What follows belongs to an exercise in optimizing a design on an open flow for small area, a short achievable clock period and few clock cycles per item; a production flow would make more cautious choices. Where RTL was checked, it was by simulation tests only, not by an equivalence proof against the original. No activity file was given, so power comes from the tool's default toggle rates.

== old ==
==> module wsh_dp, before the edit <==
module wsh_dp (
  input  logic                           clk_i,
  input  logic                           rst_ni,
  input  logic                           accept_i,
  input  logic                           command_i,
  input  logic [wsh_pkg::MAX_WINDOWS-1:0] act_i,
  input  logic [wsh_pkg::SLOT_W-1:0]     slot_i,
  input  logic [wsh_pkg::COORD_BITS-1:0] left_i,
  input  logic [wsh_pkg::COORD_BITS-1:0] bottom_i,
  input  logic [wsh_pkg::COORD_BITS-1:0] right_i,
  input  logic [wsh_pkg::COORD_BITS-1:0] top_i,
  input  logic [wsh_pkg::COORD_BITS-1:0] point_x_i,
  input  logic [wsh_pkg::COORD_BITS-1:0] point_y_i,
  output logic                           res_we_o,
  output logic                           hit_o,
  output logic [wsh_pkg::ID_OUT_W-1:0]   window_id_o
);
  localparam int NW = wsh_pkg::MAX_WINDOWS;
  localparam int CB = wsh_pkg::COORD_BITS;
  localparam int RW = 4 * CB;
  logic [NW-1:0][RW-1:0] rect_q;
  logic [NW-1:0][3:0]    perm_q;
  logic [NW-1:0][3:0]    perm_d;
  logic [NW-1:0][3:0]    idp_q;
  logic [NW-1:0][3:0]    idp_d;
  logic          ld_a_q;     
  logic          ck_a_q;     
  logic [3:0]    pos_a_q;    
  logic [RW-1:0] dat_a_q;    
  logic          slot_ok;
  logic          ld_b_q;
  logic          ck_b_q;
  logic [3:0]    pos_b_q;
  logic [RW-1:0] dat_b_q;
  logic [NW-1:0] m_b_q;      
  logic [CB-1:0] px, py;
  logic [NW-1:0] m_a;
  logic          m_fw;
  logic [3:0]    ld_e;
  assign slot_ok = (slot_i >= 1) && (slot_i <= NW);
  always_ff @(posedge clk_i or negedge rst_ni) begin
    if (!rst_ni) begin
      ld_a_q <= 1'b0;
      ck_a_q <= 1'b0;
      ld_b_q <= 1'b0;
      ck_b_q <= 1'b0;
    end else begin
      ld_a_q <= accept_i && (command_i == wsh_pkg::CMD_LOAD) && slot_ok;
      ck_a_q <= accept_i && (command_i == wsh_pkg::CMD_CLICK);
      ld_b_q <= ld_a_q;
      ck_b_q <= ck_a_q;
    end
  end
  always_ff @(posedge clk_i) begin
    pos_a_q <= 4'(slot_i - 5'd1);
    dat_a_q <= (command_i == wsh_pkg::CMD_CLICK) ? {left_i, bottom_i, point_x_i, point_y_i}
                                                 : {left_i, bottom_i, right_i, top_i};
    pos_b_q <= pos_a_q;
    dat_b_q <= dat_a_q;
  end
  assign px = dat_a_q[2*CB-1:CB];
  assign py = dat_a_q[CB-1:0];
  for (genvar e = 0; e < NW; e++) begin : g_cmp
    wsh_cmp u_cmp (
      .rect_i (rect_q[e]),
      .x_i    (px),
      .y_i    (py),
      .in_o   (m_a[e])
    );
  end
  wsh_cmp u_cmp_ld (
    .rect_i (dat_b_q),
    .x_i    (px),
    .y_i    (py),
    .in_o   (m_fw)
  );
  always_ff @(posedge clk_i) begin
    for (int e = 0; e < NW; e++) begin
      m_b_q[e] <= (ld_b_q && (ld_e == e)) ? m_fw : m_a[e];
    end
  end
  logic [NW-1:0] last;
  logic [NW-1:0] mp;
  logic [NW-1:0] above;
  logic [NW-1:0] upto;
  logic [NW-1:0] shift;
  logic          found;
  logic [NW-1:0][8:0] wd;
  logic [8:0]    win;
  always_comb begin
    for (int p = 0; p < NW; p++) begin
      mp[p]   = m_b_q[perm_q[p]] && act_i[p];
      last[p] = act_i[p] && ((p == NW - 1) || !act_i[(p + 1) % NW]);
      wd[p]   = {(idp_q[p] == 4'd0), idp_q[p], perm_q[p]};
    end
  end
  function automatic logic [9:0] pick(input logic [NW-1:0] m, input logic [NW-1:0][8:0] d);
    logic [7:0][9:0] l1;
    logic [3:0][9:0] l2;
    logic [1:0][9:0] l3;
    for (int i = 0; i < 8; i++) begin
      l1[i] = {m[2*i+1] || m[2*i], m[2*i+1] ? d[2*i+1] : d[2*i]};
    end
    for (int i = 0; i < 4; i++) begin
      l2[i] = {l1[2*i+1][9] || l1[2*i][9], l1[2*i+1][9] ? l1[2*i+1][8:0] : l1[2*i][8:0]};
    end
    for (int i = 0; i < 2; i++) begin
      l3[i] = {l2[2*i+1][9] || l2[2*i][9], l2[2*i+1][9] ? l2[2*i+1][8:0] : l2[2*i][8:0]};
    end
    pick = {l3[1][9] || l3[0][9], l3[1][9] ? l3[1][8:0] : l3[0][8:0]};
  endfunction
  always_comb begin
    {found, win} = pick(mp, wd);
    above[NW-1] = 1'b0;
    for (int p = NW - 2; p >= 0; p--) begin
      above[p] = above[p+1] || mp[p+1];
    end
    upto[0] = mp[0];
    for (int p = 1; p < NW; p++) begin
      upto[p] = upto[p-1] || mp[p];
    end
    for (int p = 0; p < NW; p++) begin
      shift[p] = upto[p] && !above[p] && act_i[p] && !last[p];
    end
  end
  always_comb begin
    for (int p = 0; p < NW; p++) begin
      perm_d[p] = perm_q[p];
      idp_d[p]  = idp_q[p];
      if (ck_b_q) begin
        if (last[p] && found) begin
          perm_d[p] = win[3:0];
          idp_d[p]  = win[7:4];
        end else if (shift[p]) begin
          perm_d[p] = perm_q[(p + 1) % NW];
          idp_d[p]  = idp_q[(p + 1) % NW];
        end
      end
      if (ld_b_q && (pos_b_q == p)) begin
        idp_d[p] = pos_b_q + 4'd1;
      end
    end
  end
  always_ff @(posedge clk_i or negedge rst_ni) begin
    if (!rst_ni) begin
      for (int p = 0; p < NW; p++) begin
        perm_q[p] <= 4'(p);
        idp_q[p]  <= 4'(p + 1);
      end
    end else begin
      perm_q <= perm_d;
      idp_q  <= idp_d;
    end
  end
  assign ld_e = perm_q[pos_b_q];
  for (genvar e = 0; e < NW; e++) begin : g_entry
    always_ff @(posedge clk_i) begin
      if (ld_b_q && (ld_e == e)) begin
        rect_q[e] <= dat_b_q;
      end
    end
  end
  assign res_we_o    = ck_b_q;
  assign hit_o       = found;
  assign window_id_o = found ? {win[8], win[7:4]} : 5'd0;
endmodule
Settings: LEC_CHECK=0, CAP_MARGIN=30, CELL_PAD_IN_SITES_DETAIL_PLACEMENT=2, CELL_PAD_IN_SITES_GLOBAL_PLACEMENT=2, CORE_MARGIN=2, CORE_UTILIZATION=35, CTS_BUF_LIST=sky130_fd_sc_hd__clkbuf_8, SETUP_SLACK_MARGIN=4.1, SLEW_MARGIN=20; clock period 8.0 ns.
run.sh (not shown) runs the stock make flow with config.mk's settings and CLKGATE_MAP_FILE= SYNTH_SCRIPT=/design/flow/synth_recipe.tcl, a recipe that flattens the netlist after the stock synthesis.
Testbench counts of old, summed over its fixed seeds: cycles 9,624, items 9,600.
Input-level comparison between new and old:
--- a/flow/design.v
+++ b/flow/design.v
@@ -164,10 +164,11 @@
 );
   localparam int NW = wsh_pkg::MAX_WINDOWS;
   localparam int CB = wsh_pkg::COORD_BITS;
   localparam int RW = 4 * CB;
   logic [NW-1:0][RW-1:0] rect_q;
+  logic [NW-1:0][3:0]    perm_x_q;   
   logic [NW-1:0][3:0]    perm_q;
   logic [NW-1:0][3:0]    perm_d;
   logic [NW-1:0][3:0]    idp_q;
   logic [NW-1:0][3:0]    idp_d;
   logic          ld_a_q;     
@@ -289,16 +290,23 @@
     end
   end
   always_ff @(posedge clk_i or negedge rst_ni) begin
     if (!rst_ni) begin
       for (int p = 0; p < NW; p++) begin
-        perm_q[p] <= 4'(p);
-        idp_q[p]  <= 4'(p + 1);
+        perm_x_q[p] <= '0;
+        idp_q[p]    <= 4'(p + 1);
       end
     end else begin
-      perm_q <= perm_d;
-      idp_q  <= idp_d;
+      for (int p = 0; p < NW; p++) begin
+        perm_x_q[p] <= perm_d[p] ^ 4'(p);
+      end
+      idp_q <= idp_d;
+    end
+  end
+  always_comb begin
+    for (int p = 0; p < NW; p++) begin
+      perm_q[p] = perm_x_q[p] ^ 4'(p);
     end
   end
   assign ld_e = perm_q[pos_b_q];
   for (genvar e = 0; e < NW; e++) begin : g_entry
     always_ff @(posedge clk_i) begin
## What came out
- Diff old -> new: total design power went down; area overhead of the layout relative to synthesis higher; area of the core region now smaller; minimum clock period after layout now sits higher.
- The run with more setup slack is old; new has less.
- old → new: simple-gate share of the synthesized area shows a reduction of 1.2 points, share of the cycle needed by the critical path after routing shows no meaningful change, net switching power shows a reduction of 1.2 mW.
- Global routing met2 resource utilization: new vs old, no meaningful difference
- ~same xor-xnor portion of the synthesized cell area in new and old
- old -> new: global-route usage flat
- The run showing the smaller iteration count of the initial detailed-routing pass is old.
- In terms of fmax, old and new differ only marginally.
- Count of inserted antenna diode cells: new vs old down 6
For new, only the layout was checked, not whether the RTL still works.

-- what the ideal ports hide --
No port has a modelled driver above. Below, the same layouts with a new extraction and two added sets of constraints. Step 1 sets driving cells, clkbuf_16 on the clock port and buf_2 on the other inputs (assumed; they add their load-dependent delay and slew). Step 2 adds t to the input delays and takes it off the output delays; t is the mean of the earliest and latest rising clock arrival at the registers after step 1. Input paths then give back, and output paths get back, about the clock's delay inside the block. Three values: ideal ports, drivers, drivers and shift; two values: the first two.
run | t (ns) | setup WS [ns] | slew at the worst register clock pin (ns)
old | 0.971 | 4.099 / 4.099 / 4.099 | 0.07 / 0.07
new | 0.972 | 4.091 / 4.091 / 4.091 | 0.07 / 0.07
After both steps every run listed still meets setup and hold.
